From an optimization exercise on the open Yosys and OpenROAD flow, aimed at small area; shortcuts taken in it are not production practice.
Only simulation tests tie the RTL to the original design; equivalence was not proved.
Power figures rest on the tool's default switching activity, not on a simulated workload.

<file path="flow/design.v">
package bdc_pkg;
    localparam int DATA_WIDTH_DEF = 24;
    localparam int WIDTH_DEF      = 1920;
    localparam int HEIGHT_DEF     = 1080;
    localparam int DROP_CNT_W     = 16;
    localparam int TLAST_BIT = 0;
    localparam int TUSER_BIT = 1;
    typedef enum logic [1:0] {
        ST_WAIT_VSYNC,
        ST_ARMED,
        ST_ACTIVE,
        ST_DROP
    } vin_state_e;
endpackage
module axis_sync_fifo #(
    parameter int WIDTH = 8,
    parameter int DEPTH = 4
)(
    input  logic                     clk,
    input  logic                     rst_n,
    input  logic                     i_wr_en,
    input  logic [WIDTH-1:0]         i_wr_data,
    input  logic                     i_rd_en,
    output logic [WIDTH-1:0]         o_rd_data,
    output logic                     o_full,
    output logic                     o_empty,
    output logic [$clog2(DEPTH):0]   o_level
);
    localparam int AW = $clog2(DEPTH);
    logic [WIDTH-1:0] r_mem [DEPTH];
    logic [AW-1:0]    r_wptr;
    logic [AW-1:0]    r_rptr;
    logic [AW:0]      r_level;
    logic             w_push;
    logic             w_pop;
    assign o_full    = (r_level == (AW+1)'(DEPTH));
    assign o_empty   = (r_level == '0);
    assign o_level   = r_level;
    assign o_rd_data = r_mem[r_rptr];
    assign w_pop  = i_rd_en & ~o_empty;
    assign w_push = i_wr_en & (~o_full | w_pop);
    always_ff @(posedge clk) begin
        if (w_push) r_mem[r_wptr] <= i_wr_data;
    end
    always_ff @(posedge clk or negedge rst_n) begin
        if (!rst_n) begin
            r_wptr  <= '0;
            r_rptr  <= '0;
            r_level <= '0;
        end else begin
            if (w_push) r_wptr <= r_wptr + 1'b1;
            if (w_pop)  r_rptr <= r_rptr + 1'b1;
            case ({w_push, w_pop})
                2'b10:   r_level <= r_level + 1'b1;
                2'b01:   r_level <= r_level - 1'b1;
                default: r_level <= r_level;
            endcase
        end
    end
endmodule
module video_in_to_axis #(
    parameter int WIDTH      = bdc_pkg::WIDTH_DEF,
    parameter int HEIGHT     = bdc_pkg::HEIGHT_DEF,
    parameter int DATA_WIDTH = bdc_pkg::DATA_WIDTH_DEF,
    parameter int FIFO_DEPTH = 64,
    parameter bit VSYNC_POL  = 1'b1
)(
    input  logic                          clk,
    input  logic                          rst_n,
    input  logic [DATA_WIDTH-1:0]         vid_data,
    input  logic                          vid_de,
    input  logic                          vid_vsync,
    output logic [DATA_WIDTH-1:0]         m_axis_tdata,
    output logic                          m_axis_tvalid,
    output logic                          m_axis_tlast,
    output logic                          m_axis_tuser,
    input  logic                          m_axis_tready,
    input  logic                          ovf_clr,
    output logic                          overflow,
    output logic [bdc_pkg::DROP_CNT_W-1:0]         drop_cnt,
    output logic [$clog2(FIFO_DEPTH):0]   fifo_level,
    output logic [15:0]                   meas_width,
    output logic [15:0]                   meas_height,
    output logic                          meas_valid
);
    localparam int          EW     = DATA_WIDTH + 2;
    localparam logic [15:0] X_LAST = 16'(WIDTH - 1);
    localparam logic [15:0] Y_LAST = 16'(HEIGHT - 1);
    logic [DATA_WIDTH-1:0] r_data;
    logic                  r_de;
    logic                  r_vs;
    logic                  r_vs_d;
    logic                  w_vs_edge;
    always_ff @(posedge clk or negedge rst_n) begin
        if (!rst_n) begin
            r_data <= '0;
            r_de   <= 1'b0;
            r_vs   <= 1'b0;
            r_vs_d <= 1'b0;
        end else begin
            r_data <= vid_data;
            r_de   <= vid_de;
            r_vs   <= VSYNC_POL ? vid_vsync : ~vid_vsync;
            r_vs_d <= r_vs;
        end
    end
    assign w_vs_edge = r_vs & ~r_vs_d;
    bdc_pkg::vin_state_e   r_state;
    logic [15:0]           r_x;
    logic [15:0]           r_y;
    logic                  r_wr;
    logic [EW-1:0]         r_wr_entry;
    logic                  r_ovf;
    logic [bdc_pkg::DROP_CNT_W-1:0] r_drop;
    logic                  w_full;
    logic                  w_empty;
    logic [EW-1:0]         w_rd_entry;
    logic                  w_rd;
    logic                  w_wr_lost;
    logic                  w_line_end;
    logic                  w_frame_end;
    logic [bdc_pkg::DROP_CNT_W-1:0] w_drop_inc;
    assign w_drop_inc  = (&r_drop) ? r_drop : r_drop + 1'b1;
    assign w_rd        = m_axis_tvalid & m_axis_tready;
    assign w_wr_lost   = r_wr & w_full & ~w_rd;
    assign w_line_end  = (r_x == X_LAST);
    assign w_frame_end = w_line_end & (r_y == Y_LAST);
    always_ff @(posedge clk or negedge rst_n) begin
        if (!rst_n) begin
            r_state    <= bdc_pkg::ST_WAIT_VSYNC;
            r_x        <= '0;
            r_y        <= '0;
            r_wr       <= 1'b0;
            r_wr_entry <= '0;
            r_ovf      <= 1'b0;
            r_drop     <= '0;
        end else begin
            r_wr <= 1'b0;
            if (ovf_clr)   r_ovf <= 1'b0;
            if (w_wr_lost) r_ovf <= 1'b1;
            if (w_vs_edge) begin
                r_state <= bdc_pkg::ST_ARMED;
                r_x     <= '0;
                r_y     <= '0;
                if (w_wr_lost || r_state == bdc_pkg::ST_ACTIVE) r_drop <= w_drop_inc;
            end else if (w_wr_lost) begin
                r_state <= bdc_pkg::ST_DROP;
                r_drop  <= w_drop_inc;
            end else begin
                case (r_state)
                    bdc_pkg::ST_ARMED, bdc_pkg::ST_ACTIVE: begin
                        if (r_de) begin
                            r_wr       <= 1'b1;
                            r_wr_entry <= {(r_state == bdc_pkg::ST_ARMED), w_line_end, r_data};
                            r_state    <= w_frame_end ? bdc_pkg::ST_WAIT_VSYNC : bdc_pkg::ST_ACTIVE;
                            if (w_line_end) begin
                                r_x <= '0;
                                r_y <= r_y + 1'b1;
                            end else begin
                                r_x <= r_x + 1'b1;
                            end
                        end
                    end
                    default: ;
                endcase
            end
        end
    end
    axis_sync_fifo #(
        .WIDTH (EW),
        .DEPTH (FIFO_DEPTH)
    ) u_fifo (
        .clk       (clk),
        .rst_n     (rst_n),
        .i_wr_en   (r_wr),
        .i_wr_data (r_wr_entry),
        .i_rd_en   (w_rd),
        .o_rd_data (w_rd_entry),
        .o_full    (w_full),
        .o_empty   (w_empty),
        .o_level   (fifo_level)
    );
    assign m_axis_tvalid = ~w_empty;
    assign m_axis_tdata  = w_empty ? '0 : w_rd_entry[DATA_WIDTH-1:0];
    assign m_axis_tlast  = ~w_empty & w_rd_entry[DATA_WIDTH + bdc_pkg::TLAST_BIT];
    assign m_axis_tuser  = ~w_empty & w_rd_entry[DATA_WIDTH + bdc_pkg::TUSER_BIT];
    assign overflow      = r_ovf;
    assign drop_cnt      = r_drop;
    logic        r_de_d;
    logic [15:0] r_mw_cnt;
    logic [15:0] r_mh_cnt;
    logic [15:0] r_mw;
    logic [15:0] r_mh;
    logic        r_first_done;
    logic        r_seen_vs;
    logic        r_mv;
    always_ff @(posedge clk or negedge rst_n) begin
        if (!rst_n) begin
            r_de_d       <= 1'b0;
            r_mw_cnt     <= '0;
            r_mh_cnt     <= '0;
            r_mw         <= '0;
            r_mh         <= '0;
            r_first_done <= 1'b0;
            r_seen_vs    <= 1'b0;
            r_mv         <= 1'b0;
        end else begin
            r_de_d <= r_de;
            if (w_vs_edge) begin
                if (r_seen_vs) begin
                    r_mw <= r_mw_cnt;
                    r_mh <= r_mh_cnt;
                    r_mv <= 1'b1;
                end
                r_seen_vs    <= 1'b1;
                r_mw_cnt     <= '0;
                r_mh_cnt     <= '0;
                r_first_done <= 1'b0;
            end else begin
                if (r_de && !r_first_done) r_mw_cnt <= r_mw_cnt + 1'b1;
                if (r_de_d && !r_de) begin
                    r_mh_cnt     <= r_mh_cnt + 1'b1;
                    r_first_done <= 1'b1;
                end
            end
        end
    end
    assign meas_width  = r_mw;
    assign meas_height = r_mh;
    assign meas_valid  = r_mv;
endmodule
</file>
<file path="flow/run.sh">
#!/bin/bash
# synth_recipe.tcl (not shown) runs the flow's synth.tcl, then flattens the netlist and writes it again
# the make line also repeats each setting of config.mk as NAME=value (left out here)
make -C /OpenROAD-flow-scripts/flow DESIGN_CONFIG=/design/flow/config.mk WORK_HOME=/design/flow/orfs CLKGATE_MAP_FILE= SYNTH_SCRIPT=/design/flow/synth_recipe.tcl finish
</file>
<file path="flow/config.mk">
export PLATFORM = sky130hd
export DESIGN_NAME = video_in_to_axis
export DESIGN_NICKNAME = video_in_to_axis
export VERILOG_FILES = /design/flow/design.v
export SDC_FILE = /design/flow/constraint.sdc
export NUM_CORES = 4
export LEC_CHECK = 0
export CAP_MARGIN = 20
export CORE_MARGIN = 2
export CORE_UTILIZATION = 40
export PLACE_DENSITY = 0.6
export SLEW_MARGIN = 20
</file>
<file path="flow/constraint.sdc">
create_clock -name core_clock -period 6.0 [get_ports {clk}]
set_input_delay 1.2000 -clock core_clock [delete_from_list [all_inputs] [get_ports {clk}]]
set_output_delay 1.2000 -clock core_clock [all_outputs]
set_load 0.01 [all_outputs]
</file>
==> impl_metrics.tcl <==
set metrics [dict create \
    outcome "no timing/DRC/antenna violations" \
    clkTransAtPathRegs_ps 60 \
    synthArstFlopShare_pct 10.3 \
    seq_area_mm2 0.0548 \
    critPathMaxFanout 55 \
    syn_area_per_cell_um2 18.9 \
    cts_made_buffers 188 \
    fillers 15031 \
    finalCriticalPeriod_ps 5860 \
    synth_seq_cells 1856 \
    nets 4142 \
    synth_most_common_cell "edfxtp_1" \
    yosysWarnings 2 \
    seq_area_frac_synth_pct 76.1 \
    die_h_um 428 \
    antenna_found_initial 11 \
    cts_max_path_buffers 3 \
    worst_ep_required_time_ps 4800 \
    vias_per_cell 5.73 \
    syn_to_final_growth_pct 15.7 \
    insertion_delay_ps 830 \
    die_w_um 428 \
    syn_inst 3799 \
    io_pins 114 \
    routedWlPerCell_um 28.7 \
    finalWirelength_um 190000 \
    first_pass_iters 6 \
    synth_top_area_cell "edfxtp_1" \
    vias 37894 \
    overflow 0 \
    rows 155 \
    setup_ws_ps 144 \
    ys_types 64 \
    worstMarginPinSlew_ps 1170 \
    rrSetupSlack_ps 2460 \
    syn_nets 3839 \
    drc 0 \
    maxSlewViolCount 0 \
    critPathArrivalTime_ps 4660 \
    start_util_pct 40.3 \
    stdcell_area_mm2 0.0833 \
    cts.htree.levels 4 \
    drive_above_1_share_pct 21.9 \
    io_buffers 113 \
    cp-end-kind "output port" \
    grt_max_degree 108 \
    multi_input_area_mm2 0.0165 \
    final_core_util_pct 46.6 \
    fin_skew_ps 47.3 \
    max_cap_viol_count 0 \
    whs_ps 406 \
    die_area_mm2 0.183 \
    power_leakage_nw 27.6 \
    antenna_left 0 \
    power.density_mw_per_mm2 489 \
    hold_buffers 0 \
    grt_pass1_wl_um 272000 \
    ctsResizeCount 2 \
    synth_area_leaders "edfxtp_1, mux4_2, dfrtp_1" \
    first_iter_violations 4661 \
    cts_setup_buffers 0 \
    synth_area_mm2 0.0720 \
    rsz0062_at_grt "false" \
    dp_slack_ps 715 \
    place.gp.congestion 0.798 \
    crit_type "reg -> out" \
    synth_ff_type "edfxtp_1" \
    slew_headroom_pct 21.9 \
    hold_viol 0 \
    peakVddDrop_v 0.000425 \
    timing.final.crit_share_pct 97.6 \
    cts_tree "built" \
    root_buffer "clkbuf_16" \
    synth_edf_count 1664 \
    finalSetupViolCount 0 \
    grt.total_usage_pct 20.4 \
    yosysTopAreaCellShare_pct 69.4 \
    dp_hpwl_um 108000 \
    worstHoldPathType "in -> async" \
    final.setup.tns_ps 0 \
    cp-start-kind "register" \
    synth_commonest_cells "edfxtp_1, mux4_2, nand2_1" \
    grt_pass1_vias 37947 \
    core-area_mm2 0.179 \
    cts_sinks 1856 \
    fmax_mhz 171 \
    place_area_mm2 0.0773 \
]
## stage by stage
step,total power [W],instances
2_1_floorplan,0.0237,3799
3_3_place_gp,0.0295,6266
3_5_place_dp,0.0297,6267
4_1_cts,0.0410,6613
5_1_grt,0.0422,6613
6_report,0.0407,6615
## layer usage
metal | part of all wire [%] | wire length [µm] | global-route usage, %
met1 | 42 | 80100 | 28.6
met2 | 47 | 89600 | 32.3
met3 | 8.1 | 15400 | 4.39
met4 | 2.5 | 4740 | 5.58
met5 | 0.016 | 30 | 0
## registers in the layout (all words and copies together) (netlist names)
name,cells
u_fifo.r_wptr,6
r_x,16
r_state,2
u_fifo.r_mem,1664
r_mv,1
r_mw,16
r_mw_cnt,16
r_y,16
r_drop,16
r_first_done,1
u_fifo.r_rptr,6
r_data,24
r_vs_d,1
r_mh,16
r_de_d,1
r_seen_vs,1
r_mh_cnt,16
r_vs,1
r_de,1
r_wr,1
r_ovf,1
r_wr_entry,26
u_fifo.r_level,7
## worst max-delay path, cell delays in order (launching register included)
cell and delay [ps]:
dfrtp_4 920, buf_12 440, mux4_2 580, mux2i_1 210, nor2_1 70, a211oi_1 570
o32ai_1 320, buf_4 230, clkdlybuf4s50_1 470
## placed cells by master (no fill, tap or decap), types with 18 or more instances in the layout
cell type / synthesis / final
a2111oi_0: 27 / 18
a211oi_1: 73 / 73
a21oi_1: 72 / 72
buf_12: 0 / 23
buf_4: 14 / 191
clkbuf_1: 109 / 47
clkbuf_16: 0 / 191
clkdlybuf4s50_1: 0 / 112
clkinv_1: 1 / 54
clkinv_2: 0 / 24
dfrtp_1: 192 / 161
dfrtp_2: 0 / 26
edfxtp_1: 1664 / 1664
mux2_2: 60 / 60
mux2i_1: 240 / 240
mux4_2: 286 / 286
nand2_1: 251 / 250
nand3_1: 31 / 31
nand4_1: 25 / 25
nor2_1: 152 / 87
nor2_2: 0 / 54
nor2b_1: 34 / 32
nor3_1: 32 / 32
o21ai_0: 34 / 34
o221ai_1: 43 / 43
o22ai_1: 90 / 90
xnor2_1: 42 / 42
xor2_1: 18 / 18
## where the power goes
group	switching [W]	total [W]	internal, W
clock network	0.00495	0.0113	0.00633
logic	0.00809	0.0127	0.00463
registers	0.000562	0.0167	0.0161
## final timing paths
check                                        from                   end  depth (start not counted)
max in group asynchronous                   rst_n      u_fifo.r_rptr[0]                          2
worst min-delay path                        rst_n            r_drop[11]                          1
worst max-delay path             u_fifo.r_rptr[0]      m_axis_tdata[16]                          8
worst min register to register               r_vs                r_vs_d                          0
worst max register to register  u_fifo.r_level[3]  u_fifo.r_mem[11][19]                          6
min in group core_clock                      r_vs                r_vs_d                          0
## kinds of logic after synthesis
logic type | synth area share [%]
adder cells (fa/ha/maj) | 0.174
multiplexers | 13.2
XOR/XNOR | 0.730
AO/OA/AOI/OAI | 4.36
buffers and inverters | 1.39
flip-flops | 76.1
AND/OR/NAND/NOR | 4.00
## final cells by class
class                   instances  share of cell area (%)
inverters                      13                  0.0601
repair buffers                328                    3.65
flip-flops and latches       1856                    65.8
clock inverters               105                    1.10
diodes                          2                 0.00601
well taps                    2355                    3.54
clock buffers                 241                    6.00
multi-input cells            1715                    19.8

==> separate check: timing with driven ports <==
In the flow no input, the clock included, has a driving cell. The finished layout below was timed again as built, in two steps.
Step 1: set_driving_cell puts a clkbuf_16 on clk and a buf_2 on each other input, an assumption about the parent block.
Step 2 adds t to the input delays and takes it off the output delays; t is the mean of the earliest and latest rising clock arrival at the registers after step 1. Input paths then give back, and output paths get back, about the clock's delay inside the block.
a / b / c = ideal ports / drivers / drivers and shift; a / b = the first two.
t (ns): 0.881
setup slack, ns: 0.144 / 0.066 / 0.947
latest minus earliest clock arrival (ns): 0.057 / 0.058
worst register clock-pin slew, ns: 0.06 / 0.06
worst slew at a driven data input, ns: 0.08
After both steps this run still meets setup and hold. For this run, drivers alone change the setup slack by -0.078 ns; drivers and shift together by +0.803 ns.
